What follows belongs to an exercise in optimizing a design on an open flow for small area, a short achievable clock period and few clock cycles; a production flow would make more cautious choices. Function was checked by simulation only, so behaviour that the tests miss may differ from the original. Power is estimated from default activity; no workload was simulated.

[design/flow/design.v]
module mac_ctrl
(
  input  logic        i_clk,
  input  logic        i_rst_n,
  input  logic        i_clear,
  input  logic        i_start,
  input  logic [14:0] i_instr,
  output logic        o_accept,
  output logic        o_busy,
  output logic        o_done,
  output logic [3:0]  o_step_row,
  output logic [3:0]  o_step_col,
  output logic [15:0] o_wenable
);
  localparam logic [1:0] OP_MATMUL = 2'd2;
  logic       busy_q;
  logic       done_q;
  logic [1:0] left_q;
  logic [3:0] row_q;
  logic [3:0] col_q;
  logic [3:0] srow_q;
  logic [3:0] scol_q;
  logic [15:0] mask;
  logic       accept;
  logic       multi;
  assign accept = i_start && !busy_q;
  assign multi  = (i_instr[14:13] == OP_MATMUL) && (i_instr[2:0] > 3'd1);
  always_ff @(posedge i_clk or negedge i_rst_n)
  begin
    if (!i_rst_n)
    begin
      busy_q <= 1'b0;
      done_q <= 1'b0;
      left_q <= '0;
    end
    else if (i_clear)
    begin
      busy_q <= 1'b0;
      done_q <= 1'b0;
      left_q <= '0;
    end
    else if (accept)
    begin
      busy_q <= multi;
      done_q <= !multi;
      left_q <= 2'(i_instr[2:0] - 3'd1);
    end
    else
    begin
      done_q <= busy_q && (left_q == 2'd1);
      if (busy_q)
      begin
        left_q <= left_q - 2'd1;
        if (left_q == 2'd1)
          busy_q <= 1'b0;
      end
    end
  end
  always_ff @(posedge i_clk or negedge i_rst_n)
  begin
    if (!i_rst_n)
    begin
      srow_q <= '0;
      scol_q <= '0;
    end
    else if (i_clear)
    begin
      srow_q <= '0;
      scol_q <= '0;
    end
    else if (accept)
    begin
      srow_q <= multi ? i_instr[10:7] : 4'd0;
      scol_q <= multi ? i_instr[6:3] : 4'd0;
    end
    else if (busy_q && (left_q == 2'd1))
    begin
      srow_q <= '0;
      scol_q <= '0;
    end
  end
  always_ff @(posedge i_clk or negedge i_rst_n)
  begin
    if (!i_rst_n)
    begin
      row_q <= '0;
      col_q <= '0;
    end
    else if (accept)
    begin
      row_q <= i_instr[10:7];
      col_q <= i_instr[6:3];
    end
  end
  always_comb
  begin
    for (int r = 0; r < 4; r++)
      for (int c = 0; c < 4; c++)
        mask[r*4+c] = row_q[r] & col_q[c];
  end
  assign o_accept  = accept;
  assign o_busy    = busy_q;
  assign o_done    = done_q;
  assign o_step_row = srow_q;
  assign o_step_col = scol_q;
  assign o_wenable  = done_q ? mask : '0;
endmodule
module operand_route
(
  input  logic         i_clk,
  input  logic         i_accept,
  input  logic [255:0] i_mat_a,
  input  logic [255:0] i_mat_b,
  output logic [63:0]  o_a_row,    
  output logic [63:0]  o_b_col     
);
  logic [15:0] a0_q [4];
  logic [15:0] a1_q [4];
  logic [15:0] a2_q [4];
  logic [15:0] b0_q [4];
  logic [15:0] b1_q [4];
  logic [15:0] b2_q [4];
  always_ff @(posedge i_clk)
  begin
    for (int i = 0; i < 4; i++)
    begin
      a2_q[i] <= i_mat_a[(i*4+3)*16 +: 16];
      b2_q[i] <= i_mat_b[(3*4+i)*16 +: 16];
      if (i_accept)
      begin
        a0_q[i] <= i_mat_a[(i*4+1)*16 +: 16];
        a1_q[i] <= i_mat_a[(i*4+2)*16 +: 16];
        b0_q[i] <= i_mat_b[(1*4+i)*16 +: 16];
        b1_q[i] <= i_mat_b[(2*4+i)*16 +: 16];
      end
      else
      begin
        a0_q[i] <= a1_q[i];
        a1_q[i] <= a2_q[i];
        b0_q[i] <= b1_q[i];
        b1_q[i] <= b2_q[i];
      end
    end
  end
  always_comb
  begin
    for (int i = 0; i < 4; i++)
    begin
      o_a_row[i*16 +: 16] = a0_q[i];
      o_b_col[i*16 +: 16] = b0_q[i];
    end
  end
endmodule
module mul_array
(
  input  logic         i_start,
  input  logic [14:0]  i_instr,
  input  logic [3:0]   i_step_row,
  input  logic [3:0]   i_step_col,
  input  logic [255:0] i_mat_a,
  input  logic [255:0] i_mat_b,
  input  logic [63:0]  i_a_row,
  input  logic [63:0]  i_b_col,
  input  logic [255:0] i_acc,
  output logic [255:0] o_next_s,
  output logic [255:0] o_next_c
);
  localparam logic [1:0] OP_ADD   = 2'd0;
  localparam logic [1:0] OP_EWMUL = 2'd1;
  localparam logic [1:0] OP_MATMUL = 2'd2;
  logic        op_ew;
  logic        op_add;
  logic        ew;
  logic        add;
  logic        mm;
  logic        zero_base;
  logic [15:0] one;
  logic [63:0] xr;
  logic [63:0] yr;
  assign op_ew     = (i_instr[14:13] == OP_EWMUL);
  assign op_add    = (i_instr[14:13] == OP_ADD);
  assign ew        = i_start && op_ew;
  assign add       = i_start && op_add;
  assign mm        = i_start && (i_instr[14:13] == OP_MATMUL);
  assign one       = {{15{i_instr[12]}}, 1'b1};
  assign zero_base = ew || (mm && i_instr[11]);
  always_comb
  begin
    for (int i = 0; i < 4; i++)
    begin
      xr[i*16 +: 16] = i_step_row[i] ? i_a_row[i*16 +: 16] : i_mat_a[(i*4)*16 +: 16];
      yr[i*16 +: 16] = i_step_col[i] ? i_b_col[i*16 +: 16] : i_mat_b[i*16 +: 16];
    end
  end
  for (genvar r = 0; r < 4; r++)
  begin : g_row
    for (genvar c = 0; c < 4; c++)
    begin : g_col
      localparam int E = r*4 + c;
      logic start_e, step_e;
      assign start_e = i_start && i_instr[7+r] && i_instr[3+c];
      assign step_e  = i_step_row[r] && i_step_col[c];
      mac_cs mac_cs_inst (
        .i_ea     (i_mat_a[E*16 +: 16]),
        .i_eb     (i_mat_b[E*16 +: 16]),
        .i_xr     (xr[r*16 +: 16]),
        .i_yr     (yr[c*16 +: 16]),
        .i_one    (one),
        .i_acc    (i_acc[E*16 +: 16]),
        .i_x_e    (op_ew && !i_step_row[r]),
        .i_x_r    (!((op_ew || op_add) && !i_step_row[r])),
        .i_x_one  (op_add && !i_step_row[r]),
        .i_y_e    (start_e && (ew || add)),
        .i_y_r    ((start_e && mm) || step_e),
        .i_b_e    (start_e && add),
        .i_b_keep (!(start_e && (add || zero_base))),
        .s        (o_next_s[E*16 +: 16]),
        .c        (o_next_c[E*16 +: 16])
      );
    end
  end
endmodule
module mac_cs
(
  input  logic [15:0] i_ea,      
  input  logic [15:0] i_eb,      
  input  logic [15:0] i_xr,      
  input  logic [15:0] i_yr,      
  input  logic [15:0] i_one,     
  input  logic [15:0] i_acc,     
  input  logic        i_x_e,     
  input  logic        i_x_r,     
  input  logic        i_x_one,   
  input  logic        i_y_e,     
  input  logic        i_y_r,     
  input  logic        i_b_e,     
  input  logic        i_b_keep,  
  output logic [15:0] s,
  output logic [15:0] c
);
  logic [15:0] x, y, bs;
  always_comb
  begin
    for (int b = 0; b < 16; b++)
    begin
      x[b]  = (i_x_e && i_ea[b]) || (i_x_r && i_xr[b]) || (i_x_one && i_one[b]);
      y[b]  = (i_y_e && i_eb[b]) || (i_y_r && i_yr[b]);
      bs[b] = (i_b_e && i_ea[b]) || (i_b_keep && i_acc[b]);
    end
  end
  logic t0_s, t0_c, t1_s, t1_c, t2_s, t2_c, t3_s, t3_c;
  logic t4_s, t4_c, t5_s, t5_c, t6_s, t7_s, t8_s, t9_s;
  logic t10_s, t10_c, t11_s, t11_c, t12_s, t12_c, t13_s, t13_c;
  logic t14_s, t14_c, t15_s, t15_c, t16_s, t16_c, t17_s, t17_c;
  logic t18_s, t18_c, t19_s, t19_c, t20_s, t20_c, t21_s, t21_c;
  logic t22_s, t22_c, t23_s, t23_c, t24_s, t24_c, t25_s, t25_c;
  logic t26_s, t26_c, t27_s, t27_c, t28_s, t28_c, t29_s, t29_c;
  logic t30_s, t30_c, t31_s, t31_c, t32_s, t33_s, t34_s, t35_s;
  logic t36_s, t36_c, t37_s, t37_c, t38_s, t38_c, t39_s, t39_c;
  logic t40_s, t40_c, t41_s, t41_c, t42_s, t42_c, t43_s, t43_c;
  logic t44_s, t44_c, t45_s, t45_c, t46_s, t46_c, t47_s, t47_c;
  logic t48_s, t48_c, t49_s, t49_c, t50_s, t50_c, t51_s, t51_c;
  logic t52_s, t52_c, t53_s, t53_c, t54_s, t54_c, t55_s, t55_c;
  logic t56_s, t56_c, t57_s, t57_c, t58_s, t58_c, t59_s, t59_c;
  logic t60_s, t60_c, t61_s, t61_c, t62_s, t62_c, t63_s, t64_s;
  logic t65_s, t66_s, t66_c, t67_s, t67_c, t68_s, t68_c, t69_s;
  logic t69_c, t70_s, t70_c, t71_s, t71_c, t72_s, t72_c, t73_s;
  logic t73_c, t74_s, t74_c, t75_s, t75_c, t76_s, t76_c, t77_s;
  logic t77_c, t78_s, t78_c, t79_s, t79_c, t80_s, t80_c, t81_s;
  logic t81_c, t82_s, t82_c, t83_s, t83_c, t84_s, t84_c, t85_s;
  logic t85_c, t86_s, t86_c, t87_s, t87_c, t88_s, t88_c, t89_s;
  logic t90_s, t91_s, t91_c, t92_s, t92_c, t93_s, t93_c, t94_s;
  logic t94_c, t95_s, t95_c, t96_s, t96_c, t97_s, t97_c, t98_s;
  logic t98_c, t99_s, t99_c, t100_s, t100_c, t101_s, t101_c, t102_s;
  logic t102_c, t103_s, t103_c, t104_s, t105_s, t105_c, t106_s, t106_c;
  logic t107_s, t107_c, t108_s, t108_c, t109_s, t109_c, t110_s, t110_c;
  logic t111_s, t111_c, t112_s, t112_c, t113_s, t113_c, t114_s, t114_c;
  logic t115_s, t115_c, t116_s, t116_c, t117_s, t117_c, t118_s, t118_c;
  logic t119_s;
  mac_ha u1 (.a(x[0] & y[12]), .b(x[1] & y[11]), .s(t0_s), .co(t0_c));
  mac_fa u2 (.a(x[0] & y[13]), .b(x[1] & y[12]), .c(x[2] & y[11]), .s(t1_s), .co(t1_c));
  mac_ha u3 (.a(x[3] & y[10]), .b(x[4] & y[9]), .s(t2_s), .co(t2_c));
  mac_fa u4 (.a(x[0] & y[14]), .b(x[1] & y[13]), .c(x[2] & y[12]), .s(t3_s), .co(t3_c));
  mac_fa u5 (.a(x[3] & y[11]), .b(x[4] & y[10]), .c(x[5] & y[9]), .s(t4_s), .co(t4_c));
  mac_ha u6 (.a(x[6] & y[8]), .b(x[7] & y[7]), .s(t5_s), .co(t5_c));
  mac_x3 u7 (.a(x[0] & y[15]), .b(x[1] & y[14]), .c(x[2] & y[13]), .y(t6_s));
  mac_x3 u8 (.a(x[3] & y[12]), .b(x[4] & y[11]), .c(x[5] & y[10]), .y(t7_s));
  mac_x3 u9 (.a(x[6] & y[9]), .b(x[7] & y[8]), .c(x[8] & y[7]), .y(t8_s));
  mac_x2 u10 (.a(x[9] & y[6]), .b(x[10] & y[5]), .y(t9_s));
  mac_ha u11 (.a(x[0] & y[8]), .b(x[1] & y[7]), .s(t10_s), .co(t10_c));
  mac_fa u12 (.a(x[0] & y[9]), .b(x[1] & y[8]), .c(x[2] & y[7]), .s(t11_s), .co(t11_c));
  mac_ha u13 (.a(x[3] & y[6]), .b(x[4] & y[5]), .s(t12_s), .co(t12_c));
  mac_fa u14 (.a(x[0] & y[10]), .b(x[1] & y[9]), .c(x[2] & y[8]), .s(t13_s), .co(t13_c));
  mac_fa u15 (.a(x[3] & y[7]), .b(x[4] & y[6]), .c(x[5] & y[5]), .s(t14_s), .co(t14_c));
  mac_ha u16 (.a(x[6] & y[4]), .b(x[7] & y[3]), .s(t15_s), .co(t15_c));
  mac_fa u17 (.a(x[0] & y[11]), .b(x[1] & y[10]), .c(x[2] & y[9]), .s(t16_s), .co(t16_c));
  mac_fa u18 (.a(x[3] & y[8]), .b(x[4] & y[7]), .c(x[5] & y[6]), .s(t17_s), .co(t17_c));
  mac_fa u19 (.a(x[6] & y[5]), .b(x[7] & y[4]), .c(x[8] & y[3]), .s(t18_s), .co(t18_c));
  mac_ha u20 (.a(x[9] & y[2]), .b(x[10] & y[1]), .s(t19_s), .co(t19_c));
  mac_fa u21 (.a(x[2] & y[10]), .b(x[3] & y[9]), .c(x[4] & y[8]), .s(t20_s), .co(t20_c));
  mac_fa u22 (.a(x[5] & y[7]), .b(x[6] & y[6]), .c(x[7] & y[5]), .s(t21_s), .co(t21_c));
  mac_fa u23 (.a(x[8] & y[4]), .b(x[9] & y[3]), .c(x[10] & y[2]), .s(t22_s), .co(t22_c));
  mac_fa u24 (.a(x[11] & y[1]), .b(x[12] & y[0]), .c(bs[12]), .s(t23_s), .co(t23_c));
  mac_fa u25 (.a(x[5] & y[8]), .b(x[6] & y[7]), .c(x[7] & y[6]), .s(t24_s), .co(t24_c));
  mac_fa u26 (.a(x[8] & y[5]), .b(x[9] & y[4]), .c(x[10] & y[3]), .s(t25_s), .co(t25_c));
  mac_fa u27 (.a(x[11] & y[2]), .b(x[12] & y[1]), .c(x[13] & y[0]), .s(t26_s), .co(t26_c));
  mac_fa u28 (.a(bs[13]), .b(t1_s), .c(t2_s), .s(t27_s), .co(t27_c));
  mac_fa u29 (.a(x[8] & y[6]), .b(x[9] & y[5]), .c(x[10] & y[4]), .s(t28_s), .co(t28_c));
  mac_fa u30 (.a(x[11] & y[3]), .b(x[12] & y[2]), .c(x[13] & y[1]), .s(t29_s), .co(t29_c));
  mac_fa u31 (.a(x[14] & y[0]), .b(bs[14]), .c(t3_s), .s(t30_s), .co(t30_c));
  mac_fa u32 (.a(t4_s), .b(t5_s), .c(t1_c), .s(t31_s), .co(t31_c));
  mac_x3 u33 (.a(x[11] & y[4]), .b(x[12] & y[3]), .c(x[13] & y[2]), .y(t32_s));
  mac_x3 u34 (.a(x[14] & y[1]), .b(x[15] & y[0]), .c(bs[15]), .y(t33_s));
  mac_x3 u35 (.a(t6_s), .b(t7_s), .c(t8_s), .y(t34_s));
  mac_x3 u36 (.a(t9_s), .b(t3_c), .c(t4_c), .y(t35_s));
  mac_ha u37 (.a(x[0] & y[5]), .b(x[1] & y[4]), .s(t36_s), .co(t36_c));
  mac_fa u38 (.a(x[0] & y[6]), .b(x[1] & y[5]), .c(x[2] & y[4]), .s(t37_s), .co(t37_c));
  mac_ha u39 (.a(x[3] & y[3]), .b(x[4] & y[2]), .s(t38_s), .co(t38_c));
  mac_fa u40 (.a(x[0] & y[7]), .b(x[1] & y[6]), .c(x[2] & y[5]), .s(t39_s), .co(t39_c));
  mac_fa u41 (.a(x[3] & y[4]), .b(x[4] & y[3]), .c(x[5] & y[2]), .s(t40_s), .co(t40_c));
  mac_ha u42 (.a(x[6] & y[1]), .b(x[7] & y[0]), .s(t41_s), .co(t41_c));
  mac_fa u43 (.a(x[2] & y[6]), .b(x[3] & y[5]), .c(x[4] & y[4]), .s(t42_s), .co(t42_c));
  mac_fa u44 (.a(x[5] & y[3]), .b(x[6] & y[2]), .c(x[7] & y[1]), .s(t43_s), .co(t43_c));
  mac_fa u45 (.a(x[8] & y[0]), .b(bs[8]), .c(t10_s), .s(t44_s), .co(t44_c));
  mac_fa u46 (.a(x[5] & y[4]), .b(x[6] & y[3]), .c(x[7] & y[2]), .s(t45_s), .co(t45_c));
  mac_fa u47 (.a(x[8] & y[1]), .b(x[9] & y[0]), .c(bs[9]), .s(t46_s), .co(t46_c));
  mac_fa u48 (.a(t11_s), .b(t12_s), .c(t10_c), .s(t47_s), .co(t47_c));
  mac_fa u49 (.a(x[8] & y[2]), .b(x[9] & y[1]), .c(x[10] & y[0]), .s(t48_s), .co(t48_c));
  mac_fa u50 (.a(bs[10]), .b(t13_s), .c(t14_s), .s(t49_s), .co(t49_c));
  mac_fa u51 (.a(t15_s), .b(t11_c), .c(t12_c), .s(t50_s), .co(t50_c));
  mac_fa u52 (.a(x[11] & y[0]), .b(bs[11]), .c(t16_s), .s(t51_s), .co(t51_c));
  mac_fa u53 (.a(t17_s), .b(t18_s), .c(t19_s), .s(t52_s), .co(t52_c));
  mac_fa u54 (.a(t13_c), .b(t14_c), .c(t15_c), .s(t53_s), .co(t53_c));
  mac_fa u55 (.a(t0_s), .b(t20_s), .c(t21_s), .s(t54_s), .co(t54_c));
  mac_fa u56 (.a(t22_s), .b(t23_s), .c(t16_c), .s(t55_s), .co(t55_c));
  mac_fa u57 (.a(t17_c), .b(t18_c), .c(t19_c), .s(t56_s), .co(t56_c));
  mac_fa u58 (.a(t0_c), .b(t24_s), .c(t25_s), .s(t57_s), .co(t57_c));
  mac_fa u59 (.a(t26_s), .b(t27_s), .c(t20_c), .s(t58_s), .co(t58_c));
  mac_fa u60 (.a(t21_c), .b(t22_c), .c(t23_c), .s(t59_s), .co(t59_c));
  mac_fa u61 (.a(t2_c), .b(t28_s), .c(t29_s), .s(t60_s), .co(t60_c));
  mac_fa u62 (.a(t30_s), .b(t31_s), .c(t24_c), .s(t61_s), .co(t61_c));
  mac_fa u63 (.a(t25_c), .b(t26_c), .c(t27_c), .s(t62_s), .co(t62_c));
  mac_x3 u64 (.a(t5_c), .b(t32_s), .c(t33_s), .y(t63_s));
  mac_x3 u65 (.a(t34_s), .b(t35_s), .c(t28_c), .y(t64_s));
  mac_x3 u66 (.a(t29_c), .b(t30_c), .c(t31_c), .y(t65_s));
  mac_ha u67 (.a(x[0] & y[3]), .b(x[1] & y[2]), .s(t66_s), .co(t66_c));
  mac_fa u68 (.a(x[0] & y[4]), .b(x[1] & y[3]), .c(x[2] & y[2]), .s(t67_s), .co(t67_c));
  mac_ha u69 (.a(x[3] & y[1]), .b(x[4] & y[0]), .s(t68_s), .co(t68_c));
  mac_fa u70 (.a(x[2] & y[3]), .b(x[3] & y[2]), .c(x[4] & y[1]), .s(t69_s), .co(t69_c));
  mac_fa u71 (.a(x[5] & y[0]), .b(bs[5]), .c(t36_s), .s(t70_s), .co(t70_c));
  mac_fa u72 (.a(x[5] & y[1]), .b(x[6] & y[0]), .c(bs[6]), .s(t71_s), .co(t71_c));
  mac_fa u73 (.a(t37_s), .b(t38_s), .c(t36_c), .s(t72_s), .co(t72_c));
  mac_fa u74 (.a(bs[7]), .b(t39_s), .c(t40_s), .s(t73_s), .co(t73_c));
  mac_fa u75 (.a(t41_s), .b(t37_c), .c(t38_c), .s(t74_s), .co(t74_c));
  mac_fa u76 (.a(t42_s), .b(t43_s), .c(t44_s), .s(t75_s), .co(t75_c));
  mac_fa u77 (.a(t39_c), .b(t40_c), .c(t41_c), .s(t76_s), .co(t76_c));
  mac_fa u78 (.a(t45_s), .b(t46_s), .c(t47_s), .s(t77_s), .co(t77_c));
  mac_fa u79 (.a(t42_c), .b(t43_c), .c(t44_c), .s(t78_s), .co(t78_c));
  mac_fa u80 (.a(t48_s), .b(t49_s), .c(t50_s), .s(t79_s), .co(t79_c));
  mac_fa u81 (.a(t45_c), .b(t46_c), .c(t47_c), .s(t80_s), .co(t80_c));
  mac_fa u82 (.a(t51_s), .b(t52_s), .c(t53_s), .s(t81_s), .co(t81_c));
  mac_fa u83 (.a(t48_c), .b(t49_c), .c(t50_c), .s(t82_s), .co(t82_c));
  mac_fa u84 (.a(t54_s), .b(t55_s), .c(t56_s), .s(t83_s), .co(t83_c));
  mac_fa u85 (.a(t51_c), .b(t52_c), .c(t53_c), .s(t84_s), .co(t84_c));
  mac_fa u86 (.a(t57_s), .b(t58_s), .c(t59_s), .s(t85_s), .co(t85_c));
  mac_fa u87 (.a(t54_c), .b(t55_c), .c(t56_c), .s(t86_s), .co(t86_c));
  mac_fa u88 (.a(t60_s), .b(t61_s), .c(t62_s), .s(t87_s), .co(t87_c));
  mac_fa u89 (.a(t57_c), .b(t58_c), .c(t59_c), .s(t88_s), .co(t88_c));
  mac_x3 u90 (.a(t63_s), .b(t64_s), .c(t65_s), .y(t89_s));
  mac_x3 u91 (.a(t60_c), .b(t61_c), .c(t62_c), .y(t90_s));
  mac_ha u92 (.a(x[0] & y[2]), .b(x[1] & y[1]), .s(t91_s), .co(t91_c));
  mac_fa u93 (.a(x[2] & y[1]), .b(x[3] & y[0]), .c(bs[3]), .s(t92_s), .co(t92_c));
  mac_fa u94 (.a(bs[4]), .b(t67_s), .c(t68_s), .s(t93_s), .co(t93_c));
  mac_fa u95 (.a(t69_s), .b(t70_s), .c(t67_c), .s(t94_s), .co(t94_c));
  mac_fa u96 (.a(t71_s), .b(t72_s), .c(t69_c), .s(t95_s), .co(t95_c));
  mac_fa u97 (.a(t73_s), .b(t74_s), .c(t71_c), .s(t96_s), .co(t96_c));
  mac_fa u98 (.a(t75_s), .b(t76_s), .c(t73_c), .s(t97_s), .co(t97_c));
  mac_fa u99 (.a(t77_s), .b(t78_s), .c(t75_c), .s(t98_s), .co(t98_c));
  mac_fa u100 (.a(t79_s), .b(t80_s), .c(t77_c), .s(t99_s), .co(t99_c));
  mac_fa u101 (.a(t81_s), .b(t82_s), .c(t79_c), .s(t100_s), .co(t100_c));
  mac_fa u102 (.a(t83_s), .b(t84_s), .c(t81_c), .s(t101_s), .co(t101_c));
  mac_fa u103 (.a(t85_s), .b(t86_s), .c(t83_c), .s(t102_s), .co(t102_c));
  mac_fa u104 (.a(t87_s), .b(t88_s), .c(t85_c), .s(t103_s), .co(t103_c));
  mac_x3 u105 (.a(t89_s), .b(t90_s), .c(t87_c), .y(t104_s));
  mac_ha u106 (.a(x[0] & y[1]), .b(x[1] & y[0]), .s(t105_s), .co(t105_c));
  mac_fa u107 (.a(x[2] & y[0]), .b(bs[2]), .c(t91_s), .s(t106_s), .co(t106_c));
  mac_fa u108 (.a(t66_s), .b(t92_s), .c(t91_c), .s(t107_s), .co(t107_c));
  mac_fa u109 (.a(t66_c), .b(t93_s), .c(t92_c), .s(t108_s), .co(t108_c));
  mac_fa u110 (.a(t68_c), .b(t94_s), .c(t93_c), .s(t109_s), .co(t109_c));
  mac_fa u111 (.a(t70_c), .b(t95_s), .c(t94_c), .s(t110_s), .co(t110_c));
  mac_fa u112 (.a(t72_c), .b(t96_s), .c(t95_c), .s(t111_s), .co(t111_c));
  mac_fa u113 (.a(t74_c), .b(t97_s), .c(t96_c), .s(t112_s), .co(t112_c));
  mac_fa u114 (.a(t76_c), .b(t98_s), .c(t97_c), .s(t113_s), .co(t113_c));
  mac_fa u115 (.a(t78_c), .b(t99_s), .c(t98_c), .s(t114_s), .co(t114_c));
  mac_fa u116 (.a(t80_c), .b(t100_s), .c(t99_c), .s(t115_s), .co(t115_c));
  mac_fa u117 (.a(t82_c), .b(t101_s), .c(t100_c), .s(t116_s), .co(t116_c));
  mac_fa u118 (.a(t84_c), .b(t102_s), .c(t101_c), .s(t117_s), .co(t117_c));
  mac_fa u119 (.a(t86_c), .b(t103_s), .c(t102_c), .s(t118_s), .co(t118_c));
  mac_x3 u120 (.a(t88_c), .b(t104_s), .c(t103_c), .y(t119_s));
  assign s[0] = x[0] & y[0];
  assign c[0] = bs[0];
  assign s[1] = bs[1];
  assign c[1] = t105_s;
  assign s[2] = t106_s;
  assign c[2] = t105_c;
  assign s[3] = t107_s;
  assign c[3] = t106_c;
  assign s[4] = t108_s;
  assign c[4] = t107_c;
  assign s[5] = t109_s;
  assign c[5] = t108_c;
  assign s[6] = t110_s;
  assign c[6] = t109_c;
  assign s[7] = t111_s;
  assign c[7] = t110_c;
  assign s[8] = t112_s;
  assign c[8] = t111_c;
  assign s[9] = t113_s;
  assign c[9] = t112_c;
  assign s[10] = t114_s;
  assign c[10] = t113_c;
  assign s[11] = t115_s;
  assign c[11] = t114_c;
  assign s[12] = t116_s;
  assign c[12] = t115_c;
  assign s[13] = t117_s;
  assign c[13] = t116_c;
  assign s[14] = t118_s;
  assign c[14] = t117_c;
  assign s[15] = t119_s;
  assign c[15] = t118_c;
endmodule
module mac_x3 (input logic a, input logic b, input logic c, output logic y);
  logic ab;
  mac_x2 u0 (.a(a), .b(b), .y(ab));
  mac_x2 u1 (.a(ab), .b(c), .y(y));
endmodule
module mac_fa (input logic a, input logic b, input logic c, output logic s, output logic co);
  assign s  = a ^ b ^ c;
  assign co = (a & b) | (a & c) | (b & c);
endmodule
module mac_ha (input logic a, input logic b, output logic s, output logic co);
  assign s  = a ^ b;
  assign co = a & b;
endmodule
module mac_x2 (input logic a, input logic b, output logic y);
  assign y = a ^ b;
endmodule
module acc_array
(
  input  logic         i_clk,
  input  logic         i_rst_n,
  input  logic [255:0] i_next_s,
  input  logic [255:0] i_next_c,
  output logic [255:0] o_result
);
  logic [255:0] s_q;
  logic [255:0] c_q;
  always_ff @(posedge i_clk or negedge i_rst_n)
  begin
    if (!i_rst_n)
    begin
      s_q <= '0;
      c_q <= '0;
    end
    else
    begin
      s_q <= i_next_s;
      c_q <= i_next_c;
    end
  end
  always_comb
  begin
    for (int e = 0; e < 16; e++)
    begin
      logic [15:0] g, p, h;
      g = s_q[e*16 +: 16] & c_q[e*16 +: 16];
      p = s_q[e*16 +: 16] ^ c_q[e*16 +: 16];
      h = p;
      for (int i = 1; i < 16; i += 2)
      begin
        g[i] = g[i] | (p[i] & g[i-1]);
        p[i] = p[i] & p[i-1];
      end
      for (int i = 3; i < 16; i += 4)
      begin
        g[i] = g[i] | (p[i] & g[i-2]);
        p[i] = p[i] & p[i-2];
      end
      for (int i = 7; i < 16; i += 8)
      begin
        g[i] = g[i] | (p[i] & g[i-4]);
        p[i] = p[i] & p[i-4];
      end
      g[15] = g[15] | (p[15] & g[7]);
      g[11] = g[11] | (p[11] & g[7]);
      for (int i = 5; i < 16; i += 4)
        g[i] = g[i] | (p[i] & g[i-2]);
      for (int i = 2; i < 16; i += 2)
        g[i] = g[i] | (p[i] & g[i-1]);
      o_result[e*16 +: 16] = h ^ {g[14:0], 1'b0};
    end
  end
endmodule
module matrix_mac
(
  input  logic         i_clk,
  input  logic         i_rst_n,
  input  logic         i_clear,
  input  logic         i_start,
  input  logic [14:0]  i_instr,
  input  logic [255:0] i_mat_a,
  input  logic [255:0] i_mat_b,
  output logic         o_busy,
  output logic         o_done,
  output logic [15:0]  o_wenable,
  output logic [255:0] o_result
);
  logic         accept;
  logic [3:0]   step_row;
  logic [3:0]   step_col;
  logic [63:0]  a_row;
  logic [63:0]  b_col;
  logic [255:0] next_s;
  logic [255:0] next_c;
  mac_ctrl mac_ctrl_inst (
    .i_clk     (i_clk),
    .i_rst_n   (i_rst_n),
    .i_clear   (i_clear),
    .i_start   (i_start),
    .i_instr   (i_instr),
    .o_accept  (accept),
    .o_busy    (o_busy),
    .o_done    (o_done),
    .o_step_row (step_row),
    .o_step_col (step_col),
    .o_wenable (o_wenable)
  );
  operand_route operand_route_inst (
    .i_clk    (i_clk),
    .i_accept (accept),
    .i_mat_a  (i_mat_a),
    .i_mat_b  (i_mat_b),
    .o_a_row  (a_row),
    .o_b_col  (b_col)
  );
  mul_array mul_array_inst (
    .i_start (i_start),
    .i_instr (i_instr),
    .i_step_row (step_row),
    .i_step_col (step_col),
    .i_mat_a (i_mat_a),
    .i_mat_b (i_mat_b),
    .i_a_row (a_row),
    .i_b_col (b_col),
    .i_acc   (o_result),
    .o_next_s (next_s),
    .o_next_c (next_c)
  );
  acc_array acc_array_inst (
    .i_clk   (i_clk),
    .i_rst_n (i_rst_n),
    .i_next_s (next_s),
    .i_next_c (next_c),
    .o_result (o_result)
  );
endmodule
[design/flow/constraint.sdc]
create_clock -name core_clock -period 6.2 [get_ports {i_clk}]
set_input_delay 1.2400 -clock core_clock [delete_from_list [all_inputs] [get_ports {i_clk}]]
set_output_delay 1.2400 -clock core_clock [all_outputs]
set_load 0.01 [all_outputs]
[design/flow/run.sh]
#!/bin/bash
# synth_recipe.tcl (not shown) runs the flow's synth.tcl, then flattens the netlist and writes it again
# the make line also repeats each setting of config.mk as NAME=value (left out here)
make -C /OpenROAD-flow-scripts/flow DESIGN_CONFIG=/design/flow/config.mk WORK_HOME=/design/flow/orfs CLKGATE_MAP_FILE= SYNTH_SCRIPT=/design/flow/synth_recipe.tcl finish
[design/flow/config.mk]
export PLATFORM = sky130hd
export DESIGN_NAME = matrix_mac
export DESIGN_NICKNAME = matrix_mac
export VERILOG_FILES = /design/flow/design.v
export SDC_FILE = /design/flow/constraint.sdc
export NUM_CORES = 4
export LEC_CHECK = 0
export CAP_MARGIN = 20
export CORE_MARGIN = 2
export CORE_UTILIZATION = 55
export GPL_TIMING_DRIVEN = 0
export SETUP_SLACK_MARGIN = 0.5
export SLEW_MARGIN = 20
export SYNTH_HIERARCHICAL = 1
==> results.txt, run 1 <==
status=no timing/DRC/antenna violations; Post-synth EDFFs=0; worst setup path start=i_mat_b[35]; design area=0.112 mm²; reg2reg path depth=13; # rows=151; pin count of the biggest net entering global routing=127; drt total wl=372000 µm; power per cell area=295 mW/mm²; M1 WL=130000 µm; grt ovf=0; Vias/cell=6.16; nature of the critical path endpoint=flip-flop; Routed met3 length=38400 µm; Final Critical Period=5.78 ns; Max Freq=173 MHz; Initial Util=0.552; Vias=75.5k; Nets=12.4k; drt drc=0; top post-synthesis cells by area=fa_1 (34%), dfrtp_1 (14%), nor2_1 (9.0%); worst rel slew slack=0.0785; Clk pin slew, worst setup/hold paths=0.06 ns; Hold Fails Final Rpt=0; CTS Hold Buffers Added=0; cell area after synthesis=0.0931 mm²; routed wl met2=164000 µm; CTS tree=built; largest area contributor in the netlist=fa_1; CTS Buffer Depth=3; Synth async-reset ratio=0.581; H-tree levels=3; TritonRoute pass-1 iters=15; Yosys reg bits=916; Core Region=0.169 mm²; WP data required=6.86 ns; Synth cell types=56; Peak VDD IR=0.258 mV; routed length per instance=30.3 µm; DRC marker count from the first detailed-route iteration=9535; Tightest Pin Transition=1.38 ns; IO Count=805; count leader, synth=nor2_1; arrival time worst endpoint=6.44 ns; flop2flop setup slack=0.60 ns; first-pass GRT wire length=534000 µm; highest metal used=met5; area of placed instances=0.105 mm²; Die Span Y=416 µm; period utilization=0.932; clock root buffer=clkbuf_16; buffers added on ports=804; Final Slew Violations=0; initial antenna violation count=87; Inserted Clock Buffers=109; share of post-route cells with drive strength above 1=0.189; reg-to-reg critical path endpoint=acc_array_inst.s_q[46]$_DFF_PN0_; synth warn=17; global-route usage over all layers=0.431; crit path max fanout=10; Post-Synthesis Cells=8666; register area share after synthesis=0.225; worst reg2reg startpoint=mac_ctrl_inst.srow_q[0]$_DFFE_PN0P_; top cell type's share of synthesized area=0.340; synth cell count leaders=nor2_1 (2233), fa_1 (1584), dfrtp_1 (532), buf_4 (513), xor2_1 (496); post-DP HPWL=296000 µm; Pleak=56.3 nW; MaxCap Viol Count=0; Worst Setup Start Kind=input port; Hold Crit Class=in -> async; Post-DRT Antenna Nets=0; synth-to-layout area growth=19.9%; Crit Path Category=in -> reg; clock skew=0.0381 ns; Util after Layout=0.662; RD Place Congestion=1.02; setup violators final=0; die area=0.173 mm²; syn_area_per_cell=10.7 µm²; Main synth FF type=dfrtp_1; RSZ-0062 raised after global routing=yes; vias in the first global route=78.8k; clock sink total=916; Worst-Skew Late Latency=0.80 ns; DIE WIDTH=416 µm
[state kept, by name, indices dropped and copies added, names as in the netlist]
register,count
operand_route_inst.a0_q,64
mac_ctrl_inst.scol_q,4
acc_array_inst.c_q,256
operand_route_inst.b1_q,64
mac_ctrl_inst.done_q,1
operand_route_inst.a1_q,64
mac_ctrl_inst.col_q,4
mac_ctrl_inst.srow_q,4
operand_route_inst.b2_q,64
mac_ctrl_inst.row_q,4
mac_ctrl_inst.left_q,2
acc_array_inst.s_q,256
operand_route_inst.b0_q,64
operand_route_inst.a2_q,64
mac_ctrl_inst.busy_q,1
[per-stage QoR]
stage | power (W) | worst slack [ns] | hold slack [ns] | instances | setup TNS, ns
floorplan | 0.0188 | 0.503 | 0.434 | 8681 | 0
global placement | 0.0251 | -21.18 | 0.439 | 11700 | -
detailed placement | 0.0254 | -2.41 | 0.441 | 11800 | -414.97
CTS | 0.0327 | 0.453 | 0.437 | 12100 | 0
global route | 0.0347 | 0.412 | 0.463 | 12200 | 0
finish | 0.0329 | 0.422 | 0.436 | 12300 | 0
[worst max path at each step]
stage / to / slack, ns / cells after the start
2_1_floorplan: acc_array_inst.s_q[78]$_DFF_PN0_ / 0.50 / 12
3_3_place_gp: acc_array_inst.c_q[253]$_DFF_PN0_ / -21.18 / 1
3_5_place_dp: acc_array_inst.s_q[126]$_DFF_PN0_ / -2.41 / 15
4_1_cts: acc_array_inst.s_q[126]$_DFF_PN0_ / 0.45 / 16
5_1_grt: acc_array_inst.s_q[171]$_DFF_PN0_ / 0.41 / 11
6_report: acc_array_inst.s_q[171]$_DFF_PN0_ / 0.42 / 11
[per-layer routing]
metal	track usage	up-vias
li1	-	30900
met1	0.518	38300
met2	0.642	4953
met3	0.113	1341
met4	0.378	10
met5	0.00222	-
[layout make-up]
type	instances	area, µm²
flip-flops and latches	916	21000
multi-input cells	6531	66000
plain buffers	999	6590
repair buffers	1071	10300
clock inverters	62	644
fillers	13400	57100
clock buffers	146	3230
inverters	240	907
diodes	79	198
well taps	2218	2780
[layout by cell type, fill, tap and decap left out, drive strengths merged, types with 3 or more instances in the layout]
cell type and count:
a211oi 19, a21o 21, a21oi 83, a222oi 256
a22o 264, a22oi 256, a31o 3, a31oi 14
and3 29, and3b 11, buf 946, bufinv 9
clkbuf 474, clkdlybuf4s18 3, clkdlybuf4s50 789, clkinv 25
clkinvlp 6, conb 16, dfrtp 532, dfxtp 384
diode 79, fa 1584, ha 434, inv 262
mux2 393, nand2 64, nand3 42, nand4 24
nor2 2255, nor2b 5, nor3 9, o211ai 10
o21a 27, o21ai 65, o21bai 21, o31ai 11
or2 6, xnor2 96, xor2 496
[cells by family (layout without fill, tap and decap cells)]
| kind of cell | count (synthesis) | in the layout | synth area share |
|---|---|---|---|
| AND/OR/NAND/NOR | 2451 | 2456 | 0.103 |
| adder cells (fa/ha/maj) | 2018 | 2018 | 0.399 |
| buffers and inverters | 1239 | 2518 | 0.0771 |
| AO/OA/AOI/OAI | 1055 | 1055 | 0.0926 |
| flip-flops | 916 | 916 | 0.225 |
| XOR/XNOR | 592 | 592 | 0.0557 |
| multiplexers | 394 | 394 | 0.0476 |
| other | 1 | 95 | 0.0000403 |
[modules after synthesis, one instance, submodules excluded, excerpt]
module / area [µm²] / cells inside / flip-flops and latches
acc_array: 22300 / 1617 / 512
mac_cs: 1300 / 243 / 0
mac_ctrl: 950 / 77 / 20
mac_fa: 20.0 / 1 / 0
mac_ha: 12.5 / 1 / 0
mac_x2: 8.76 / 1 / 0
mul_array: 2170 / 272 / 0
operand_route: 10900 / 668 / 384
[report_power, final]
part           internal [W]  switching, W
Sequential          0.00714      0.000606
Combinational       0.00880       0.00929
Clock               0.00407       0.00299
[what timing repair did]
action                     in CTS  in global routing
cloned                          4                  1
setup buffers                 130                 78
pin swaps                      84                 68
gates resized for setup       211                215
hold endpoints to repair        0                  0
setup endpoints to repair     342                125
[critical path, cell delays in order]
cell and delay (ns):
clkdlybuf4s50_1 0.72, mux2_2 0.61, a22oi_2 0.49, clkbuf_1 0.49
nor2_1 0.15, fa_1 0.57, fa_1 0.46, fa_1 0.52
fa_1 0.59, fa_1 0.44, buf_4 0.14
Testbench counts, summed over its fixed seeds: cycles 1,632.
==> run 2, diff against run 1 <==
--- a/design/flow/config.mk
+++ b/design/flow/config.mk
@@ -9,6 +9,6 @@
 export CORE_MARGIN = 2
 export CORE_UTILIZATION = 55
 export GPL_TIMING_DRIVEN = 0
-export SETUP_SLACK_MARGIN = 0.5
+export SETUP_SLACK_MARGIN = 0.8
 export SLEW_MARGIN = 20
 export SYNTH_HIERARCHICAL = 1
==> run 2 against run 1 <==
Against the previous run:
- die area unchanged
- count of clock-buffer cells in the layout up 16
- worst hold slack worse by 0.066 ns
- clock skew down 0.0081 ns
- critical endpoint is now acc_array_inst.s_q[110]$_DFF_PN0_
- worst setup slack better by 0.33 ns
- critical path depth up 5
- largest power group unchanged
- largest cell class unchanged
- critical path type unchanged
==> results.txt, run 2 <==
status=no timing/DRC/antenna violations; Pleak=58.2 nW (+3.3%); DIE WIDTH=416 µm (unchanged); reg-to-reg critical path endpoint=acc_array_inst.s_q[110]$_DFF_PN0_; vias in the first global route=79.5k (+0.79%); Buf+Inv Stages, Crit Path=7 (+4); crit path max fanout=7 (-3); IO Count=805 (unchanged); largest area contributor in the netlist=fa_1; Post-synth EDFFs=0 (unchanged); Pwr Total=0.0331 W (+0.70%); most frequent cells in the layout=nor2_1 (2166), fa_1 (1554), buf_4 (1014); Worst-Skew Late Latency=0.81 ns (about the same); Crit Path Category=in -> reg; die area=0.173 mm² (unchanged); arrival time worst endpoint=6.15 ns (-0.29 ns); Hold Slack=0.370 ns (-0.0660 ns); Worst Setup Start Kind=input port; worst reg2reg startpoint=mac_ctrl_inst.scol_q[2]$_DFFE_PN0P_; initial antenna violation count=95 (+9.2%); top post-synthesis cells by area=fa_1 (34%), dfrtp_1 (14%), nor2_1 (9.0%); Largest regs=acc_array_inst.c_q (256), acc_array_inst.s_q (256); Peak VDD IR=0.282 mV (+9.4%); Nets=12.7k (+2.2%); worst setup path start=i_instr[13]; clock skew=0.0300 ns (-0.00814 ns); Util after Layout=0.684 (+0.0221); DRC marker count from the first detailed-route iteration=9266 (-2.8%); CTS Buffer Depth=3 (unchanged); Main synth FF type=dfrtp_1; share of post-route cells with drive strength above 1=0.233 (+0.0437); CTS tree=built; Max Freq=183 MHz (+6.0%); Worst path depth=16 (+5); Tightest Pin Transition=1.16 ns (-0.215 ns); # rows=151 (unchanged); Final Slew Violations=0 (unchanged); Vias/cell=6.13 (-0.41%); commonest non-fill, non-tap cell in the layout=nor2_1; global-route usage over all layers=0.433 (+0.00225); CP top delay family=adder cells; critical path cell sequence=buf_12, buf_16, clkinvlp_4, buf_12, buf_8, nor2_4, a222oi_1, buf_4, nor2_2, fa_1, fa_1, fa_1, fa_2, fa_1, fa_1, buf_4; TNS Setup=0 ns (unchanged); reg2reg path depth=11 (-2); most frequent CP cell=fa_1; clock sink total=916 (unchanged); Inserted Clock Buffers=110 (+0.92%); Post-Synthesis Cells=8666 (unchanged); Clk pin slew, worst setup/hold paths=0.06 ns (about the same); post-DP HPWL=296000 µm (+0.14%); routed length per instance=30.1 µm (-0.77%); slowest CP cell=fa_2; Initial Util=0.552 (unchanged); Final Critical Period=5.45 ns (-0.327 ns); register area share after synthesis=0.225 (unchanged); period utilization=0.879 (-0.0527); worst rel slew slack=0.225 (+0.147); count leader, synth=nor2_1; top cell type's share of synthesized area=0.340 (unchanged); Synth async-reset ratio=0.581 (unchanged); synth cell count leaders=nor2_1 (2233), fa_1 (1584), dfrtp_1 (532), buf_4 (513), xor2_1 (496); H-tree levels=3 (unchanged); flop2flop setup slack=0.82 ns (+0.22 ns); drt total wl=377000 µm (+1.4%); Hold Crit Class=in -> async; WP data required=6.90 ns (+0.04 ns); buffers added on ports=804 (unchanged); first-pass GRT wire length=538000 µm (+0.69%); Largest stage delay, worst path=0.60 ns (-0.12 ns); Core Region=0.169 mm² (unchanged); grt ovf=0 (unchanged); Vias=76.9k (+1.8%); Synth cell types=56 (unchanged); cell area after synthesis=0.0931 mm² (unchanged); CTS Hold Buffers Added=0 (unchanged); setup violators final=0 (unchanged); RSZ-0062 raised after global routing=yes; synth-to-layout area growth=23.9%; syn_area_per_cell=10.7 µm² (unchanged); pin count of the biggest net entering global routing=122 (-3.9%); Hold Fails Final Rpt=0 (unchanged); synth warn=17 (unchanged); Die Span Y=416 µm (unchanged); nature of the critical path endpoint=flip-flop; power per cell area=287 mW/mm² (-2.6%); fin cells=12.5k (+2.2%); Post-DRT Antenna Nets=0 (unchanged); drt drc=0 (unchanged); Post-Place Cells=11.8k (+0.060%); TritonRoute pass-1 iters=12 (-3); clock root buffer=clkbuf_16; RD Place Congestion=1.01 (-0.92%); MaxCap Viol Count=0 (unchanged); Yosys reg bits=916 (unchanged)
-- run 2: cell counts after synthesis --
Identical to the previous run, type by type.
-- run 2: cells by family after synthesis --
logic type / after synthesis / synth area share
AOI/OAI and AO/OA: 1055 / 0.0926
xor gates and xnor gates: 592 / 0.0557
adders and majority gates: 2018 / 0.399
buffers and inverters: 1239 / 0.0771
DFF: 916 / 0.225
muxes: 394 / 0.0476
other: 1 / 0.0000403
and+or+nand+nor: 2451 / 0.103
-- run 2: repair_timing --
| action | CTS | global route |
|---|---|---|
| setup endpoints to repair | 390 | 129 |
| cloned | 11 | 9 |
| pin swaps | 199 | 209 |
| buffers inserted | 294 | 165 |
| resized for setup | 482 | 416 |
-- run 2: worst max path at each step --
stage | endpoint | slack (ns)
detailed placement | acc_array_inst.s_q[126]$_DFF_PN0_ | -2.44
CTS | acc_array_inst.s_q[254]$_DFF_PN0_ | 0.77
floorplan | acc_array_inst.s_q[174]$_DFF_PN0_ | 0.57
global placement | acc_array_inst.c_q[251]$_DFF_PN0_ | -21.15
global route | acc_array_inst.s_q[254]$_DFF_PN0_ | 0.71
finish | acc_array_inst.s_q[110]$_DFF_PN0_ | 0.75
-- run 2: metal layers --
layer  part of all wire  track usage
met5            0.00034      0.00445
met2               0.44        0.649
met4               0.11        0.382
met1               0.35        0.519
met3               0.10        0.110
-- run 2: area by class of cell --
cell class	instances	area, µm²
sequential	916	21000
timing repair buffer	1333	12600
fill	13000	53300
buffer	999	7260
antenna	84	210
tap	2218	2780
clock inverter	46	403
inverter	240	905
clock buffer	162	3370
multi-input combinational	6536	66800
-- run 2: modules after synthesis (local to each module, per instance), excerpt --
module	cells inside	copies in the design	cell area, µm²	flops+latches
mul_array	272	1	2170	0
operand_route	668	1	10900	384
mac_x2	1	464	8.76	0
acc_array	1617	1	22300	512
mac_ctrl	77	1	950	20
mac_fa	1	1456	20.0	0
-- run 2: worst reg2reg max path, stage by stage (launching register included) --
cell and delay, ns:
dfrtp_1 0.43, clkbuf_2 0.52, mux2_2 0.61, a22oi_2 0.39, nor2_1 0.12, fa_1 0.49, fa_1 0.57, fa_1 0.45
fa_2 0.60, fa_1 0.46, fa_1 0.49, buf_4 0.14
-- run 2: metrics by stage --
step | area [µm²] | setup slack [ns]
global route | 115000 | 0.705
global placement | 104000 | -21.15
floorplan | 93600 | 0.573
detailed placement | 105000 | -2.44
finish | 115000 | 0.749
CTS | 113000 | 0.774
-- run 2: power by group --
| group | switching [W] | internal [W] | total [W] |
|---|---|---|---|
| Sequential | 0.000615 | 0.00714 | 0.00776 |
| Combinational | 0.00943 | 0.00907 | 0.0185 |
| Clock | 0.00292 | 0.00395 | 0.00687 |
==> run 3, diff against run 2 <==
==> design/flow/flow/run.sh (new file) <==
#!/bin/bash
# Layout: the standard flow (standard.sh, its synthesis unchanged), with one
# change: the port buffers that global placement inserts are sky130 buf_2 cells
# instead of the default clkdlybuf4s50_1 delay cells. Every port still gets its
# buffer. make's full output goes to make.log here; ORFS keeps each step's log
# under orfs/logs/.
set -euo pipefail
bash standard.sh "BUFFER_PORTS_ARGS=-buffer_cell sky130_fd_sc_hd__buf_2" finish > make.log 2>&1
==> design/flow/standard.sh (new file) <==
#!/bin/bash
# synth_recipe.tcl (not shown) runs the flow's synth.tcl, then flattens the netlist and writes it again
# the make line also repeats each setting of config.mk as NAME=value (left out here)
make -C /OpenROAD-flow-scripts/flow DESIGN_CONFIG=/design/flow/config.mk WORK_HOME=/design/flow/orfs CLKGATE_MAP_FILE= SYNTH_SCRIPT=/design/flow/synth_recipe.tcl "${@:-finish}"
--- a/design/flow/config.mk
+++ b/design/flow/config.mk
@@ -9,6 +9,6 @@
 export CORE_MARGIN = 2
 export CORE_UTILIZATION = 55
 export GPL_TIMING_DRIVEN = 0
-export SETUP_SLACK_MARGIN = 0.8
+export SETUP_SLACK_MARGIN = 0.3
 export SLEW_MARGIN = 20
 export SYNTH_HIERARCHICAL = 1
removed: design/flow/run.sh
==> run 3 against run 2 <==
Against the previous run:
- the layout now fails its checks (antenna violations)
- total power is 5.5% lower
- highest routed layer unchanged
- fmax is 7.6% lower
- register-to-register slack got worse by 0.42 ns
- wire length shrank 2.7%
- combinational power fell by 9%
- critical path type unchanged
- largest power group unchanged
- clock skew increased by 0.019 ns
- first-iteration DRC count shrank 2.8%
- via count decreased by 2.9%
- die area stayed put
- sequential cell count is the same
- worst hold slack improved by 0.062 ns
- largest cell class unchanged
- final cell count down 2.7%
==> results.txt, run 3 <==
status=failed layout checks; SO Faults=antenna violations; met1 Resource Use GR=0.511 (-0.00833); grt ovf=0 (unchanged); Initial Util=0.552 (unchanged); Post-Place Cells=11.8k (-0.017%); register area share after synthesis=0.225 (unchanged); Core Region=0.169 mm² (unchanged); Final Critical Period=5.90 ns (+0.451 ns); clock sink total=916 (unchanged); commonest non-fill, non-tap cell in the layout=nor2_1; Tightest Pin Transition=1.21 ns (+0.0429 ns); Worst-Skew Late Latency=0.80 ns (about the same); Cells on Worst Hold Path=1; initial antenna violation count=109 (+15%); RD Place Congestion=1.01 (about the same); Vias=74.6k (-2.9%); DRC marker count from the first detailed-route iteration=9006 (-2.8%); global-route usage over all layers=0.424 (-0.00935); Nets=12.3k (-2.8%); largest area contributor in the netlist=fa_1; Vias/cell=6.12 (-0.24%); Largest stage delay, worst path=0.60 ns (about the same); RSZ-0062 raised after global routing=yes; top post-synthesis cells by area=fa_1 (34%), dfrtp_1 (14%), nor2_1 (9.0%); clock root buffer=clkbuf_16; Main synth FF type=dfrtp_1; Post-Synthesis Cells=8666 (unchanged); Peak VDD IR=0.297 mV (+5.2%); Pwr Total=0.0313 W (-5.5%); pin count of the biggest net entering global routing=126 (+3.3%); met3 Use GR=0.110 (about the same); drt total wl=367000 µm (-2.7%); reg2reg path depth=12 (+1); routed length per instance=30.1 µm (about the same); Hold Crit Class=reg -> reg; multiplexer area fraction after synthesis=0.0476 (unchanged); main combinational cell family by area after synthesis=adder cells; Yosys reg bits=916 (unchanged); Pleak=55.9 nW (-4.0%); post-DP HPWL=295000 µm (-0.31%); slowest CP cell=fa_1; Buf+Inv Stages, Crit Path=5 (-2); vias in the first global route=77.1k (-3.0%); grt peak-use layer=met2; fraction of the mapped netlist area in compound gates=0.0926 (unchanged); synth warn=17 (unchanged); CTS Buffer Depth=3 (unchanged); Max Freq=169 MHz (-7.6%); TNS Setup=0 ns (unchanged); Worst path depth=15 (-1); count leader, synth=nor2_1; Hold Fails Final Rpt=0 (unchanged); setup violators final=0 (unchanged); Final Slew Violations=0 (unchanged); fin cells=12.2k (-2.7%); crit path max fanout=12 (+5); H-tree levels=3 (unchanged); Crit Path Category=in -> reg; syn_area_per_cell=10.7 µm² (unchanged); # rows=151 (unchanged); synth cell count leaders=nor2_1 (2233), fa_1 (1584), dfrtp_1 (532), buf_4 (513), xor2_1 (496); Die Span Y=416 µm (unchanged); top cell type's share of synthesized area=0.340 (unchanged); Inserted Clock Buffers=109 (-0.91%); Largest regs=acc_array_inst.c_q (256), acc_array_inst.s_q (256); cell area after synthesis=0.0931 mm² (unchanged); most frequent cells in the layout=nor2_1 (2225), fa_1 (1584), buf_2 (935); clock skew=0.0491 ns (+0.0191 ns); Synth Area in Simple Gates=0.103 (unchanged); M2 GR Usage=0.637 (-0.0126); final worst slack=0.297 ns (-0.451 ns); Post-synth EDFFs=0 (unchanged); Clk pin slew, worst setup/hold paths=0.07 ns (about the same); MaxCap Viol Count=0 (unchanged); WP data required=6.90 ns (about the same); drt drc=0 (unchanged); worst rel slew slack=0.196 (-0.0286); pre-CTS setup slack=-2.36 ns (+0.0814 ns); arrival time worst endpoint=6.60 ns (+0.45 ns); Util after Layout=0.632 (-0.0522); buffers added on ports=804 (unchanged); CP top delay family=adder cells; DIE WIDTH=416 µm (unchanged); synth-to-layout area growth=14.4%; TritonRoute pass-1 iters=14 (+2); Post-DRT Antenna Nets=1 (+1); first-pass GRT wire length=524000 µm (-2.5%); power per cell area=294 mW/mm² (+2.3%); IO Count=805 (unchanged); adder-cell share of the synthesized area=0.399 (unchanged); most frequent CP cell=fa_1; Synth async-reset ratio=0.581 (unchanged); Synth cell types=56 (unchanged); Worst Setup Start Kind=input port; period utilization=0.952 (+0.0728); CTS tree=built; share of post-route cells with drive strength above 1=0.254 (+0.0218); critical path cell sequence=buf_6, or2_2, nor2_4, buf_6, clkbuf_1, a222oi_1, buf_2, nor2_1, fa_1, fa_1, fa_1, fa_1, fa_1, fa_1, buf_4; die area=0.173 mm² (unchanged); Post-Synth XOR/XNOR Area=0.0557 (unchanged); nature of the critical path endpoint=flip-flop; CTS Hold Buffers Added=0 (unchanged)
==> run 3: cells by family (layout without fill, tap and decap cells) <==
kind of cell,Yosys count,count (layout)
simple gates,2451,2457
other cells,1,114
fa+ha+maj,2018,2018
xor+xnor,592,592
compound gates,1055,1055
mux,394,394
flops,916,916
buf+inv,1239,2435
==> run 3: area by class of cell <==
class | count | area [µm²]
clock inverter | 56 | 440
antenna | 98 | 245
sequential | 916 | 21000
inverter | 240 | 905
timing repair buffer | 990 | 5720
fill | 14100 | 62100
clock buffer | 151 | 3330
buffer | 998 | 6430
tap | 2218 | 2780
multi-input combinational | 6532 | 65700
==> run 3: what timing repair did <==
item,in CTS,in global routing
gates cloned,3,3
setup endpoints to repair,279,80
setup buffers,61,63
gates resized for setup,86,193
pin swaps,35,51
==> run 3: layer usage <==
metal  part of all wire  up-vias
li1                   -    30700
met1               0.35    38000
met2               0.44     4630
met3               0.10     1246
met4               0.10       18
met5            0.00061        -
==> run 3: per-module statistics from Yosys, one instance, submodules excluded, a selection <==
| module | cells inside | flip-flops and latches |
|---|---|---|
| operand_route | 668 | 384 |
| mac_ha | 1 | 0 |
| mac_ctrl | 77 | 20 |
| mul_array | 272 | 0 |
| mac_x2 | 1 | 0 |
| mac_cs | 243 | 0 |
| mac_fa | 1 | 0 |
| acc_array | 1617 | 512 |
==> run 3: worst paths after layout <==
kind                                                  startpoint                                     to  slack (ns)
setup / recovery                                     i_instr[14]      acc_array_inst.s_q[222]$_DFF_PN0_        0.30
hold / removal             operand_route_inst.a1_q[3][0]$_DFF_P_  operand_route_inst.a0_q[3][0]$_DFF_P_        0.43
setup reg to reg             mac_ctrl_inst.srow_q[1]$_DFFE_PN0P_       acc_array_inst.s_q[78]$_DFF_PN0_        0.40
hold reg to reg            operand_route_inst.a1_q[3][0]$_DFF_P_  operand_route_inst.a0_q[3][0]$_DFF_P_        0.43
max in group asynchronous                                i_rst_n      acc_array_inst.c_q[253]$_DFF_PN0_        4.05
min in group asynchronous                                i_rst_n       acc_array_inst.s_q[90]$_DFF_PN0_        0.44
==> run 3: stage by stage <==
stage | cell area [µm²] | hold WS [ns]
after global routing | 107000 | 0.458
final | 107000 | 0.432
after floorplan | 93200 | 0.434
after CTS | 105000 | 0.431
after global placement | 100000 | 0.438
after detailed placement | 101000 | 0.440
==> run 3: power by group <==
part	switching, W	internal (W)
Clock	0.00292	0.00387
Sequential	0.000596	0.00714
Combinational	0.00921	0.00758
==> run 4, diff against run 3 <==
--- a/design/flow/config.mk
+++ b/design/flow/config.mk
@@ -7,7 +7,7 @@
 export LEC_CHECK = 0
 export CAP_MARGIN = 20
 export CORE_MARGIN = 2
-export CORE_UTILIZATION = 55
+export CORE_UTILIZATION = 65
 export GPL_TIMING_DRIVEN = 0
 export SETUP_SLACK_MARGIN = 0.3
 export SLEW_MARGIN = 20
==> run 4 against run 3 <==
Against the previous run:
- the run now finishes clean
- sequential power about the same
- count of clock-buffer cells in the layout decreased by 8
- cell area fell by 0.24%
- clock skew fell by 0.021 ns
- sequential share of layout area about the same
- wire length shrank 4.8%
- core utilization up 12 points
- total power hardly changed
- worst setup slack got worse by 0.014 ns
- non-clock buffer count grew 30
- synthesized cell count is the same
- combinational power hardly changed
- highest routed layer unchanged
==> results.txt, run 4 <==
status=no timing/DRC/antenna violations; top cell type's share of synthesized area=0.340 (unchanged); TritonRoute pass-1 iters=14 (unchanged); arrival time worst endpoint=6.57 ns (-0.03 ns); Die Span Y=383 µm (-7.9%); global-route usage over all layers=0.478 (+0.0539); routed length per instance=29.5 µm (-2.0%); Final Slew Violations=0 (unchanged); Yosys reg bits=916 (unchanged); Largest regs=acc_array_inst.c_q (256), acc_array_inst.s_q (256); Initial Util=0.656 (+0.104); Synth cell types=56 (unchanged); crit path max fanout=10 (-2); register area share after synthesis=0.225 (unchanged); setup violators final=0 (unchanged); Worst Setup Start Kind=input port; power per cell area=295 mW/mm² (+0.30%); MaxCap Viol Count=0 (unchanged); Tightest Pin Transition=1.24 ns (+0.0321 ns); Post-DRT Antenna Nets=0 (-1); Vias/cell=6.47 (+5.8%); DRC marker count from the first detailed-route iteration=10.5k (+16%); Hold Crit Class=in -> async; nature of the critical path endpoint=flip-flop; Final Critical Period=5.92 ns (+0.0137 ns); pin count of the biggest net entering global routing=128 (+1.6%); H-tree levels=3 (unchanged); Hold Fails Final Rpt=0 (unchanged); initial antenna violation count=84 (-23%); Post-synth EDFFs=0 (unchanged); buffers added on ports=804 (unchanged); register area=0.0210 mm² (unchanged); reg2reg path depth=12 (unchanged); Post-Synthesis Cells=8666 (unchanged); filler cell count=10.0k (-29%); WP data required=6.85 ns (-0.05 ns); RD Place Congestion=1.05 (+4.2%); # rows=138 (-8.6%); largest area contributor in the netlist=fa_1; synth-to-layout area growth=14.2%; drt drc=0 (unchanged); share of post-route cells with drive strength above 1=0.256 (+0.00196); clock sink total=916 (unchanged); post-DP HPWL=279000 µm (-5.5%); synth warn=17 (unchanged); Pleak=56.0 nW (+0.19%); vias in the first global route=79.8k (+3.6%); grt ovf=0 (unchanged); drt total wl=350000 µm (-4.8%); first-pass GRT wire length=509000 µm (-2.8%); Hold Slack=0.284 ns (-0.148 ns); count leader, synth=nor2_1; Inserted Clock Buffers=106 (-2.8%); Util after Layout=0.749 (+0.117); CTS Buffer Depth=3 (unchanged); synth cell count leaders=nor2_1 (2233), fa_1 (1584), dfrtp_1 (532), buf_4 (513), xor2_1 (496); period utilization=0.954 (+0.00222); commonest non-fill, non-tap cell in the layout=nor2_1; CTS tree=built; Peak VDD IR=0.294 mV (-0.71%); TNS Setup=0 ns (unchanged); clock root buffer=clkbuf_16; Main synth FF type=dfrtp_1; area taken by multi-input logic gates=0.0658 mm² (about the same); DIE WIDTH=383 µm (-7.9%); Nets=12.4k (+0.21%); most frequent cells in the layout=nor2_1 (2224), fa_1 (1584), buf_2 (935); clock skew=0.0277 ns (-0.0214 ns); Worst-Skew Late Latency=0.77 ns (-0.03 ns); die area=0.146 mm² (-15%); CTS Hold Buffers Added=0 (unchanged); top post-synthesis cells by area=fa_1 (34%), dfrtp_1 (14%), nor2_1 (9.0%); Vias=76.7k (+2.8%); RSZ-0062 raised after global routing=yes; IO Count=805 (unchanged); worst rel slew slack=0.175 (-0.0214); Core Region=0.142 mm² (-16%); cell area after synthesis=0.0931 mm² (unchanged); Max Freq=169 MHz (-0.23%); Synth async-reset ratio=0.581 (unchanged); Crit Path Category=in -> reg; Clk pin slew, worst setup/hold paths=0.06 ns (about the same); syn_area_per_cell=10.7 µm² (unchanged)
-- run 4: stage by stage --
step | setup slack (ns) | power (W) | instances | cell area (µm²)
2_1_floorplan | 0.328 | 0.0189 | 8681 | 93200
3_3_place_gp | -7.50 | 0.0238 | 11400 | 99600
3_5_place_dp | -2.27 | 0.0241 | 11500 | 101000
5_1_grt | 0.200 | 0.0330 | 11800 | 106000
6_report | 0.284 | 0.0313 | 11800 | 106000
4_1_cts | 0.269 | 0.0310 | 11700 | 105000
-- run 4: per-module statistics from Yosys, one instance, submodules excluded, excerpt --
module	cells	flip-flops and latches
mac_fa	1	0
mac_ha	1	0
acc_array	1617	512
mac_ctrl	77	20
operand_route	668	384
mul_array	272	0
mac_cs	243	0
mac_x2	1	0
-- run 4: routing by layer --
metal | vias to the layer above | global-route usage | wire length [µm]
li1 | 30700 | - | -
met1 | 38400 | 0.581 | 117000
met2 | 5868 | 0.702 | 150000
met3 | 1594 | 0.188 | 51600
met4 | 58 | 0.326 | 30200
met5 | - | 0 | 432
-- run 4: worst max-delay path: stages --
cell,delay (ns)
buf_8,0.17
or2_2,0.43
buf_2,0.21
a222oi_1,0.74
buf_2,0.39
nor2_1,0.09
fa_1,0.53
fa_1,0.45
fa_1,0.58
fa_1,0.47
fa_1,0.61
fa_1,0.47
buf_4,0.15
-- run 4: what timing repair did --
action	in CTS	in global routing
setup buffers	60	68
cloned	2	3
resized for setup	119	166
pin swaps	40	55
setup endpoints to repair	295	90
hold endpoints to repair	0	0
-- run 4: layout make-up --
class,instances,share of cell area
clock buffers,143,0.0291
clock inverters,57,0.00525
plain buffers,999,0.0607
multi-input cells,6531,0.618
diodes,51,0.00120
well taps,1890,0.0222
repair buffers,1019,0.0571
flip-flops and latches,916,0.197
inverters,240,0.00851
-- run 4: final timing paths --
path                                                     endpoint  slack (ns)                                    from
setup reg to reg                acc_array_inst.s_q[158]$_DFF_PN0_        0.31     mac_ctrl_inst.srow_q[2]$_DFFE_PN0P_
min in group core_clock    operand_route_inst.a0_q[3][15]$_DFF_P_        0.45  operand_route_inst.a1_q[3][15]$_DFF_P_
hold / removal                   acc_array_inst.s_q[92]$_DFF_PN0_        0.28                                 i_rst_n
setup / recovery                acc_array_inst.s_q[110]$_DFF_PN0_        0.28                             i_instr[14]
max in group asynchronous       acc_array_inst.s_q[253]$_DFF_PN0_        4.15                                 i_rst_n
hold reg to reg            operand_route_inst.a0_q[3][15]$_DFF_P_        0.45  operand_route_inst.a1_q[3][15]$_DFF_P_
-- run 4: power by group --
part	leakage, nW	switching, W	internal, W
combinational	44.0	0.00930	0.00765
sequential	10.2	0.000602	0.00714
clock	1.80	0.00297	0.00368
-- run 4: logic make-up after synthesis --
group,Yosys count,synth area share
compound gates,1055,0.0926
xor+xnor,592,0.0557
fa+ha+maj,2018,0.399
buf+inv,1239,0.0771
flops,916,0.225
mux,394,0.0476
other cells,1,0.0000403
simple gates,2451,0.103
==> run 5, diff against run 4 <==
--- a/design/flow/config.mk
+++ b/design/flow/config.mk
@@ -7,7 +7,7 @@
 export LEC_CHECK = 0
 export CAP_MARGIN = 20
 export CORE_MARGIN = 2
-export CORE_UTILIZATION = 65
+export CORE_UTILIZATION = 50
 export GPL_TIMING_DRIVEN = 0
 export SETUP_SLACK_MARGIN = 0.3
 export SLEW_MARGIN = 20
==> run 5 against run 4 <==
Against the previous run:
- wire length up 5.2%
- critical endpoint is now acc_array_inst.s_q[174]$_DFF_PN0_
- highest routed layer unchanged
- synthesized cell count unchanged
- non-clock buffer count rose by 9
- clock power increased by 8.9%
==> results.txt, run 5 <==
synth cell count leaders=nor2_1 (2233), fa_1 (1584), dfrtp_1 (532), buf_4 (513), xor2_1 (496); critical path cell sequence=buf_8, nand3b_1, buf_4, o21ai_0, clkbuf_2, buf_2, a22oi_1, nor2_1, fa_1, fa_1, fa_1, fa_1, fa_1, fa_1, buf_4; post-DP HPWL=302000 µm (+8.3%); power per cell area=297 mW/mm² (+0.70%); TritonRoute pass-1 iters=14 (unchanged); slowest CP cell=fa_1; Nets=12.4k (+0.11%); clock skew=0.0558 ns (+0.0282 ns); most frequent cells in the layout=nor2_1 (2225), fa_1 (1584), buf_2 (937); area taken by multi-input logic gates=0.0657 mm² (about the same); H-tree levels=3 (unchanged); Final Critical Period=5.89 ns (-0.0300 ns); commonest non-fill, non-tap cell in the layout=nor2_1; # rows=158 (+14%); initial antenna violation count=94 (+12%); RSZ-0062 raised after global routing=yes; period utilization=0.949 (-0.00484); status=no timing/DRC/antenna violations; flop2flop setup slack=0.32 ns (about the same); worst rel slew slack=0.175 (-0.000438); Core Region=0.185 mm² (+31%); Max Freq=170 MHz (+0.51%); grt ovf=0 (unchanged); filler cell count=16.2k (+62%); RD Place Congestion=1.00 (-4.4%); crit path max fanout=10 (unchanged); Util after Layout=0.580 (-0.169); most frequent CP cell=fa_1; top post-synthesis cells by area=fa_1 (34%), dfrtp_1 (14%), nor2_1 (9.0%); synth warn=17 (unchanged); synth-to-layout area growth=15.4%; CTS tree=built; register area share after synthesis=0.225 (unchanged); Tightest Pin Transition=1.24 ns (+0.000657 ns); share of post-route cells with drive strength above 1=0.257 (+0.000266); final worst slack=0.314 ns (+0.0300 ns); clock root buffer=clkbuf_16; syn_area_per_cell=10.7 µm² (unchanged); WP data required=6.92 ns (+0.07 ns); pin count of the biggest net entering global routing=122 (-4.7%); vias in the first global route=77.0k (-3.4%); Final Slew Violations=0 (unchanged); worst setup path start=i_instr[13]; DIE WIDTH=436 µm (+14%); buffers added on ports=804 (unchanged); Post-Synthesis Cells=8666 (unchanged); die area=0.190 mm² (+30%); Buf+Inv Stages, Crit Path=5 (+1); drt drc=0 (unchanged)
-- run 5: area by class of cell --
cell class | instances | area share
Antenna cell | 95 | 0.00221
Buffer | 998 | 0.0596
Clock buffer | 136 | 0.0291
Clock inverter | 71 | 0.00833
Inverter | 240 | 0.00845
Multi-Input combinational cell | 6532 | 0.612
Sequential cell | 916 | 0.195
Tap cell | 2480 | 0.0289
Timing Repair Buffer | 1029 | 0.0562
-- run 5: final timing paths --
path	endpoint	cells past startpoint
setup / recovery	acc_array_inst.s_q[174]$_DFF_PN0_	15
hold / removal	acc_array_inst.c_q[84]$_DFF_PN0_	1
setup reg to reg	acc_array_inst.s_q[110]$_DFF_PN0_	12
hold reg to reg	operand_route_inst.b1_q[3][7]$_DFF_P_	1
max in group asynchronous	acc_array_inst.s_q[202]$_DFF_PN0_	4
min in group core_clock	operand_route_inst.b1_q[3][7]$_DFF_P_	1
-- run 5: cells by family after synthesis --
kind of cell | share of synthesized area
muxes | 0.0476
xor gates and xnor gates | 0.0557
other | 0.0000403
buffers and inverters | 0.0771
and+or+nand+nor | 0.103
AOI/OAI and AO/OA | 0.0926
adders and majority gates | 0.399
DFF | 0.225
-- run 5: worst reg2reg max path, stage by stage (launching register included) --
cell and delay (ns):
dfrtp_1 0.53, buf_2 0.33, mux2_2 0.49, a222oi_1 0.74, buf_4 0.32, nor2_1 0.09, fa_1 0.56, fa_1 0.45
fa_1 0.58, fa_1 0.46, fa_1 0.63, fa_1 0.45, buf_4 0.14
-- run 5: through the flow --
step / cell area (µm²) / cells / TNS [ns]
floorplan: 93200 / 8681 / 0
global placement: 100000 / 12000 / -5079.87
detailed placement: 101000 / 12000 / -409.82
CTS: 106000 / 12300 / 0
global route: 107000 / 12500 / 0
finish: 107000 / 12500 / 0
-- run 5: timing repair --
| action | in CTS | in global routing |
|---|---|---|
| pin swaps | 54 | 45 |
| gates resized for setup | 125 | 106 |
| gates cloned | 5 | 1 |
| setup buffers | 80 | 56 |
| endpoints found under the setup margin | 302 | 87 |
-- run 5: where the power goes --
part / internal, W / total [W] / leakage (nW) / switching (W)
registers: 0.00714 / 0.00771 / 10.2 / 0.000573
logic: 0.00760 / 0.0169 / 43.9 / 0.00932
clock network: 0.00424 / 0.00724 / 1.98 / 0.00300
-- run 5: Yosys stat by module (local to each module, per instance), a selection --
| module | copies in the design | area (µm²) | cells | flops+latches |
|---|---|---|---|---|
| acc_array | 1 | 22300 | 1617 | 512 |
| mac_ha | 224 | 12.5 | 1 | 0 |
| mul_array | 1 | 2170 | 272 | 0 |
| mac_x2 | 464 | 8.76 | 1 | 0 |
| operand_route | 1 | 10900 | 668 | 384 |
| mac_ctrl | 1 | 950 | 77 | 20 |
| mac_fa | 1456 | 20.0 | 1 | 0 |
| mac_cs | 16 | 1300 | 243 | 0 |
-- run 5: per-layer routing --
layer  vias up  GRT usage  share of wire  wire (µm)
li1      30800          -              -          -
met1     38000      0.494           0.38     140000
met2      3976      0.592           0.45     166000
met3      1030     0.0690          0.082      30300
met4        32      0.280          0.086      31700
met5         -          0        0.00050        185
